This design comes from an exercise in tuning for small area, a short achievable clock period and few clock cycles per item on the open sky130 flow, not from production work.
In this exercise RTL edits were held to simulation tests only and were not proved equivalent to the original.

==> design.v <==
module hmm_viterbi_decoder #(
  parameter int DATA_PREC       = 16,
  parameter int HIDDEN_STATES   = 4,
  parameter int OBSERVED_STATES = 4,
  parameter int OBSERVED_LEN    = 16,
  localparam int SW = (HIDDEN_STATES > 1) ? $clog2(HIDDEN_STATES) : 1,
  localparam int OW = (OBSERVED_STATES > 1) ? $clog2(OBSERVED_STATES) : 1
) (
  input  logic                 clk,
  input  logic                 rst,
  input  logic [HIDDEN_STATES*HIDDEN_STATES*DATA_PREC-1:0]   trans,
  input  logic [HIDDEN_STATES*OBSERVED_STATES*DATA_PREC-1:0] emm,
  input  logic [HIDDEN_STATES*DATA_PREC-1:0]                 stationary_distribution,
  input  logic                 in_valid,
  output logic                 in_ready,
  input  logic [OW-1:0]        in_obs,
  output logic                 out_valid,
  input  logic                 out_ready,
  output logic [SW-1:0]        out_state,
  output logic                 out_last,
  output logic [DATA_PREC-1:0] out_prob
);
  localparam int TW = (OBSERVED_LEN > 1) ? $clog2(OBSERVED_LEN) : 1;
  localparam logic [SW-1:0] J_LAST = SW'(HIDDEN_STATES - 1);
  localparam logic [TW-1:0] T_LAST = TW'(OBSERVED_LEN - 1);
  typedef enum logic [1:0] {S_IN, S_CALC, S_ARGMAX, S_OUT} state_t;
  state_t               state_q, state_d;
  logic [TW-1:0]        t_q, t_d;
  logic [SW-1:0]        j_q, j_d;
  logic [OW-1:0]        obs_q, obs_d;
  logic [SW-1:0]        path_q, path_d;
  logic [DATA_PREC-1:0] prob_q, prob_d;
  logic [HIDDEN_STATES-1:0][DATA_PREC-1:0] delta_prev_q, delta_prev_d;
  logic [HIDDEN_STATES-1:0][DATA_PREC-1:0] delta_cur_q, delta_cur_d;
  logic [OBSERVED_LEN-1:0][HIDDEN_STATES-1:0][SW-1:0] bp_q, bp_d;
  logic [DATA_PREC-1:0] emit, cand, best_m, arg_v;
  logic [SW-1:0]        best_i, arg_i;
  function automatic logic [DATA_PREC-1:0] multiply(input logic [DATA_PREC-1:0] a,
                                                    input logic [DATA_PREC-1:0] b);
    logic [2*DATA_PREC-1:0] p;
    p = {{DATA_PREC{1'b0}}, a} * {{DATA_PREC{1'b0}}, b};
    multiply = p[2*DATA_PREC-1:DATA_PREC];
  endfunction
  assign in_ready  = (state_q == S_IN);
  assign out_valid = (state_q == S_OUT);
  assign out_last  = (state_q == S_OUT) && (t_q == '0);
  assign out_state = path_q;
  assign out_prob  = prob_q;
  always_comb begin
    state_d      = state_q;
    t_d          = t_q;
    j_d          = j_q;
    obs_d        = obs_q;
    path_d       = path_q;
    prob_d       = prob_q;
    delta_prev_d = delta_prev_q;
    delta_cur_d  = delta_cur_q;
    bp_d         = bp_q;
    emit = '0;
    if (int'(obs_q) < OBSERVED_STATES)
      emit = emm[(int'(j_q)*OBSERVED_STATES + int'(obs_q))*DATA_PREC +: DATA_PREC];
    best_m = '0;
    best_i = '0;
    cand   = '0;
    for (int i = 0; i < HIDDEN_STATES; i++) begin
      cand = multiply(delta_prev_q[i], trans[(i*HIDDEN_STATES + int'(j_q))*DATA_PREC +: DATA_PREC]);
      if (cand > best_m) begin
        best_m = cand;
        best_i = SW'(i);
      end
    end
    arg_v = '0;
    arg_i = '0;
    for (int k = 0; k < HIDDEN_STATES; k++) begin
      if (delta_cur_q[k] > arg_v) begin
        arg_v = delta_cur_q[k];
        arg_i = SW'(k);
      end
    end
    case (state_q)
      S_IN: begin
        if (in_valid) begin
          obs_d   = in_obs;
          j_d     = '0;
          state_d = S_CALC;
        end
      end
      S_CALC: begin
        if (t_q == '0) begin
          delta_cur_d[j_q] = multiply(stationary_distribution[int'(j_q)*DATA_PREC +: DATA_PREC], emit);
        end else begin
          delta_cur_d[j_q] = multiply(best_m, emit);
          bp_d[t_q][j_q]   = best_i;
        end
        if (j_q != J_LAST) begin
          j_d = j_q + SW'(1);
        end else if (t_q != T_LAST) begin
          delta_prev_d = delta_cur_d;
          t_d          = t_q + TW'(1);
          state_d      = S_IN;
        end else begin
          state_d = S_ARGMAX;
        end
      end
      S_ARGMAX: begin
        path_d  = arg_i;
        prob_d  = arg_v;
        state_d = S_OUT;
      end
      S_OUT: begin
        if (out_ready) begin
          if (t_q != '0) begin
            path_d = bp_q[t_q][path_q];
            t_d    = t_q - TW'(1);
          end else begin
            t_d     = '0;
            state_d = S_IN;
          end
        end
      end
      default: state_d = S_IN;
    endcase
  end
  always_ff @(posedge clk or posedge rst) begin
    if (rst) begin
      state_q      <= S_IN;
      t_q          <= '0;
      j_q          <= '0;
      obs_q        <= '0;
      path_q       <= '0;
      prob_q       <= '0;
      delta_prev_q <= '0;
      delta_cur_q  <= '0;
      bp_q         <= '0;
    end else begin
      state_q      <= state_d;
      t_q          <= t_d;
      j_q          <= j_d;
      obs_q        <= obs_d;
      path_q       <= path_d;
      prob_q       <= prob_d;
      delta_prev_q <= delta_prev_d;
      delta_cur_q  <= delta_cur_d;
      bp_q         <= bp_d;
    end
  end
endmodule
==> run.sh <==
#!/bin/bash
# synth_recipe.tcl (not shown) runs the flow's synth.tcl, then flattens the netlist and writes it again
# the make line also repeats each setting of config.mk as NAME=value (left out here)
make -C /OpenROAD-flow-scripts/flow DESIGN_CONFIG=/design/flow/config.mk WORK_HOME=/design/flow/orfs CLKGATE_MAP_FILE= SYNTH_SCRIPT=/design/flow/synth_recipe.tcl finish
==> config.mk <==
export PLATFORM = sky130hd
export DESIGN_NAME = hmm_viterbi_decoder
export DESIGN_NICKNAME = hmm_viterbi_decoder
export VERILOG_FILES = /design/flow/design.v
export SDC_FILE = /design/flow/constraint.sdc
export NUM_CORES = 4
export LEC_CHECK = 0
export CAP_MARGIN = 20
export CORE_MARGIN = 2
export CORE_UTILIZATION = 40
export SLEW_MARGIN = 20
==> constraint.sdc <==
create_clock -name core_clock -period 24.0 [get_ports {clk}]
set_input_delay 4.8000 -clock core_clock [delete_from_list [all_inputs] [get_ports {clk}]]
set_output_delay 4.8000 -clock core_clock [all_outputs]
set_load 0.01 [all_outputs]
==> results.sh <==
export IMPL_gr_total_overflow=0
export IMPL_timing_rr_start="j_q[0]$_DFFE_PP0P_"
export IMPL_status="no timing/DRC/antenna violations"
export IMPL_coreArea_um2=169000
export IMPL_period_share=0.962
export IMPL_async_reset_ff_frac=1.00
export IMPL_finalMaxSlewViolations=0
export IMPL_pre_cts_ws_ns=-0.306
export IMPL_ys_flop_type="dfrtp_1"
export IMPL_h_tree_depth=2
export IMPL_path_clk_slew_ns=0.06
export IMPL_grt_pass1_wl_mm=346
export IMPL_path_common_cell="fa_1"
export IMPL_syn_area_um2=68200
export IMPL_rsz0062_at_grt="no"
export IMPL_ios=603
export IMPL_worst_slack_ns=0.917
export IMPL_synth_area_per_cell_um2=9.25
export IMPL_clockBufferDepth=3
export IMPL_final_net_count=10300
export IMPL_synth_edf_count=0
export IMPL_clk_latency_ns=0.59
export IMPL_setup_viol=0
export IMPL_rows=151
export IMPL_fin_skew_ns=0.0408
export IMPL_cts_buffers=34
export IMPL_hpwl_mm=178
export IMPL_drc=0
export IMPL_fp_dieW_um=417
export IMPL_start_util=0.403
export IMPL_design_area_um2=78200
export IMPL_place_congestion=0.935
export IMPL_grtUsageTotal=0.259
export IMPL_crit_path_start_kind="primary input"
export IMPL_hp_class="register to register"
export IMPL_crit_path_end_kind="register"
export IMPL_die_area_um2=174000
export IMPL_arrival_ns=23.53
export IMPL_min_period_ns=23.08
export IMPL_ant_nets=0
export IMPL_hold_viol=0
export IMPL_syn_inst=7380
export IMPL_vias_per_cell=5.38
export IMPL_drt_iter0_drc=3565
export IMPL_rrSetupSlack_ns=4.12
export IMPL_grt_pass1_vias=58800
export IMPL_cts_tree="built"
export IMPL_holdCritStartpoint="delta_cur_q[1]$_DFFE_PP0P_"
export IMPL_place_area_um2=76700
export IMPL_fp_dieH_um=417
export IMPL_synth_distinct_cells=92
export IMPL_dr_pass1_iters=6
export IMPL_ys_ff_latch=284
export IMPL_vias=54100
export IMPL_maxCapViolCount=0
export IMPL_cp_slowest_cell="mux4_2"
export IMPL_cts_sinks=284
export IMPL_area_growth_syn_to_layout_pct=14.5
export IMPL_worstMarginPinSlew_ns=1.09
export IMPL_wl_per_cell_um=22.1
export IMPL_holdPathEnd="delta_cur_q[1]$_DFFE_PP0P_"
export IMPL_path_class="primary input to register"
export IMPL_ys_seq_area_frac=0.104
export IMPL_finalSetupTns_ns=0
export IMPL_relSlewSlack=0.266
export IMPL_crit_path_max_incr_delay_ns=0.60
export IMPL_portBuffers=602
export IMPL_antenna_found_initial=15
export IMPL_fin_hold_ws_ns=0.479
export IMPL_wl_mm=223
export IMPL_cp_max_fo=20
export IMPL_fmax_mhz=43.3
export IMPL_syn_nets=9841
export IMPL_holdPathStages=2
export IMPL_r2r_cells=72
export IMPL_grt_max_degree=146
export IMPL_clockRootBuffer="clkbuf_16"
export IMPL_timing_rr_end="delta_cur_q[29]$_DFFE_PP0P_"
export IMPL_yosysWarnings=1
export IMPL_cp_required_ns=24.44
export IMPL_drive_above_1_share=0.0759
==> metal layers <==
layer / vias up / share of wire / global-route usage
met2: 1838 / 0.49 / 0.449
met3: 338 / 0.062 / 0.0358
li1: 24100 / - / -
met5: - / 0 / 0
met1: 27800 / 0.41 / 0.332
met4: 0 / 0.041 / 0.0880
==> registers in the layout (all words and copies together) (netlist names), named ones only <==
register      count
bp_q            128
delta_cur_q      64
delta_prev_q     64
j_q               2
obs_q             2
path_q            2
prob_q           16
state_q           1
t_q               4
==> worst max path at each step <==
stage	from	end	slack (ns)	cells past startpoint
2_1_floorplan	trans[52]	delta_prev_q[25]$_DFFE_PP0P_	1.63	72
3_3_place_gp	trans[52]	delta_prev_q[46]$_DFFE_PP0P_	-0.04	74
3_5_place_dp	trans[52]	delta_cur_q[45]$_DFFE_PP0P_	-0.31	70
4_1_cts	trans[52]	delta_cur_q[29]$_DFFE_PP0P_	0.26	70
5_1_grt	trans[20]	delta_prev_q[46]$_DFFE_PP0P_	0.009	76
6_report	trans[52]	delta_cur_q[29]$_DFFE_PP0P_	0.92	72
==> worst max-delay path: cells and delay by family <==
family                   cells  cell delay (ns)
AND/OR/NAND/NOR             11             2.00
XOR/XNOR                     1             0.20
buffers and inverters       17             2.42
multiplexers                 3             1.45
adder cells (fa/ha/maj)     17             7.42
AO/OA/AOI/OAI               23             5.17
==> cell usage after synthesis (27+ instances only) <==
master / n / area share
a21o_1: 72 / 0.0079
a21oi_1: 170 / 0.012
a31oi_1: 35 / 0.0032
and2_1: 474 / 0.043
buf_1: 68 / 0.0037
clkbuf_1: 257 / 0.014
dfrtp_1: 284 / 0.10
fa_1: 1158 / 0.34
ha_1: 721 / 0.13
inv_1: 1418 / 0.078
mux2_2: 130 / 0.021
mux4_2: 194 / 0.064
nand2_1: 1192 / 0.066
nand2b_1: 27 / 0.0025
nand3_1: 43 / 0.0032
nand4_1: 45 / 0.0041
nor2_1: 309 / 0.017
nor2b_1: 51 / 0.0047
nor3_1: 43 / 0.0032
o21a_1: 62 / 0.0068
o21ai_0: 149 / 0.011
o21bai_1: 28 / 0.0031
xnor2_1: 65 / 0.0083
xor2_1: 38 / 0.0049
==> area by class of cell <==
cell class                      count  area (µm²)
Antenna cell                        7        17.5
Inverter                         1425        5360
Fill cell                       16200       91300
Multi-Input combinational cell   5333       54700
Tap cell                         2218        2780
Clock buffer                       50         991
Clock inverter                     10         130
Sequential cell                   284        7120
Timing Repair Buffer              737        7110
==> what timing repair did <==
action | CTS | global route
endpoints found under the hold margin | 0 | 0
hold buffers | 0 | 0
endpoints found under the setup margin | 0 | 128
buffers inserted | 0 | 24
gates resized for setup | 0 | 19
==> through the flow <==
stage / instances / utilization
floorplan: 7380 / -
global placement: 9972 / 0.453
detailed placement: 9972 / 0.453
CTS: 10000 / 0.459
global route: 10100 / 0.461
finish: 10100 / 0.461
==> kinds of logic after synthesis <==
family / after synthesis / synth area share
adder cells (fa/ha/maj): 1879 / 0.472
AND/OR/NAND/NOR: 2270 / 0.153
buffers and inverters: 1763 / 0.0974
flip-flops: 284 / 0.104
AO/OA/AOI/OAI: 731 / 0.0714
XOR/XNOR: 103 / 0.0132
multiplexers: 350 / 0.0893
==> placed cells by master (no fill, tap or decap), types with 169 or more instances in the layout <==
cell type and instances:
fa_1 1158, a21oi_1 169, nor2_1 307, and2_1 474, inv_1 1416, ha_1 721
mux4_2 194, nand2_1 1191, clkdlybuf4s50_1 602, dfrtp_1 279
Testbench counts, summed over its fixed seeds: cycles 24,832, sequences 256.

[what the ideal ports hide]
How much do the figures lean on ideal ports? The routed layout below was timed once more, with nothing changed but the port constraints. Step 1: set_driving_cell puts a clkbuf_16 on clk and a buf_2 on each other input, an assumption about the parent block. Step 2 moves the port delays by t, midway between the first and last clock arrival at a register: inputs arrive t later, outputs are due t later. That takes back most of the time a late clock gives input paths. Three values: ideal, step 1, step 2; two values: the first two.
t, ns: 0.639
setup WS [ns]: 0.917 / 0.956 / 0.317
worst slew at a driven data input, ns: 0.23
After both steps this run still meets setup and hold. The setup slack of this run moves by +0.039 ns with the drivers and by -0.600 ns with both steps.
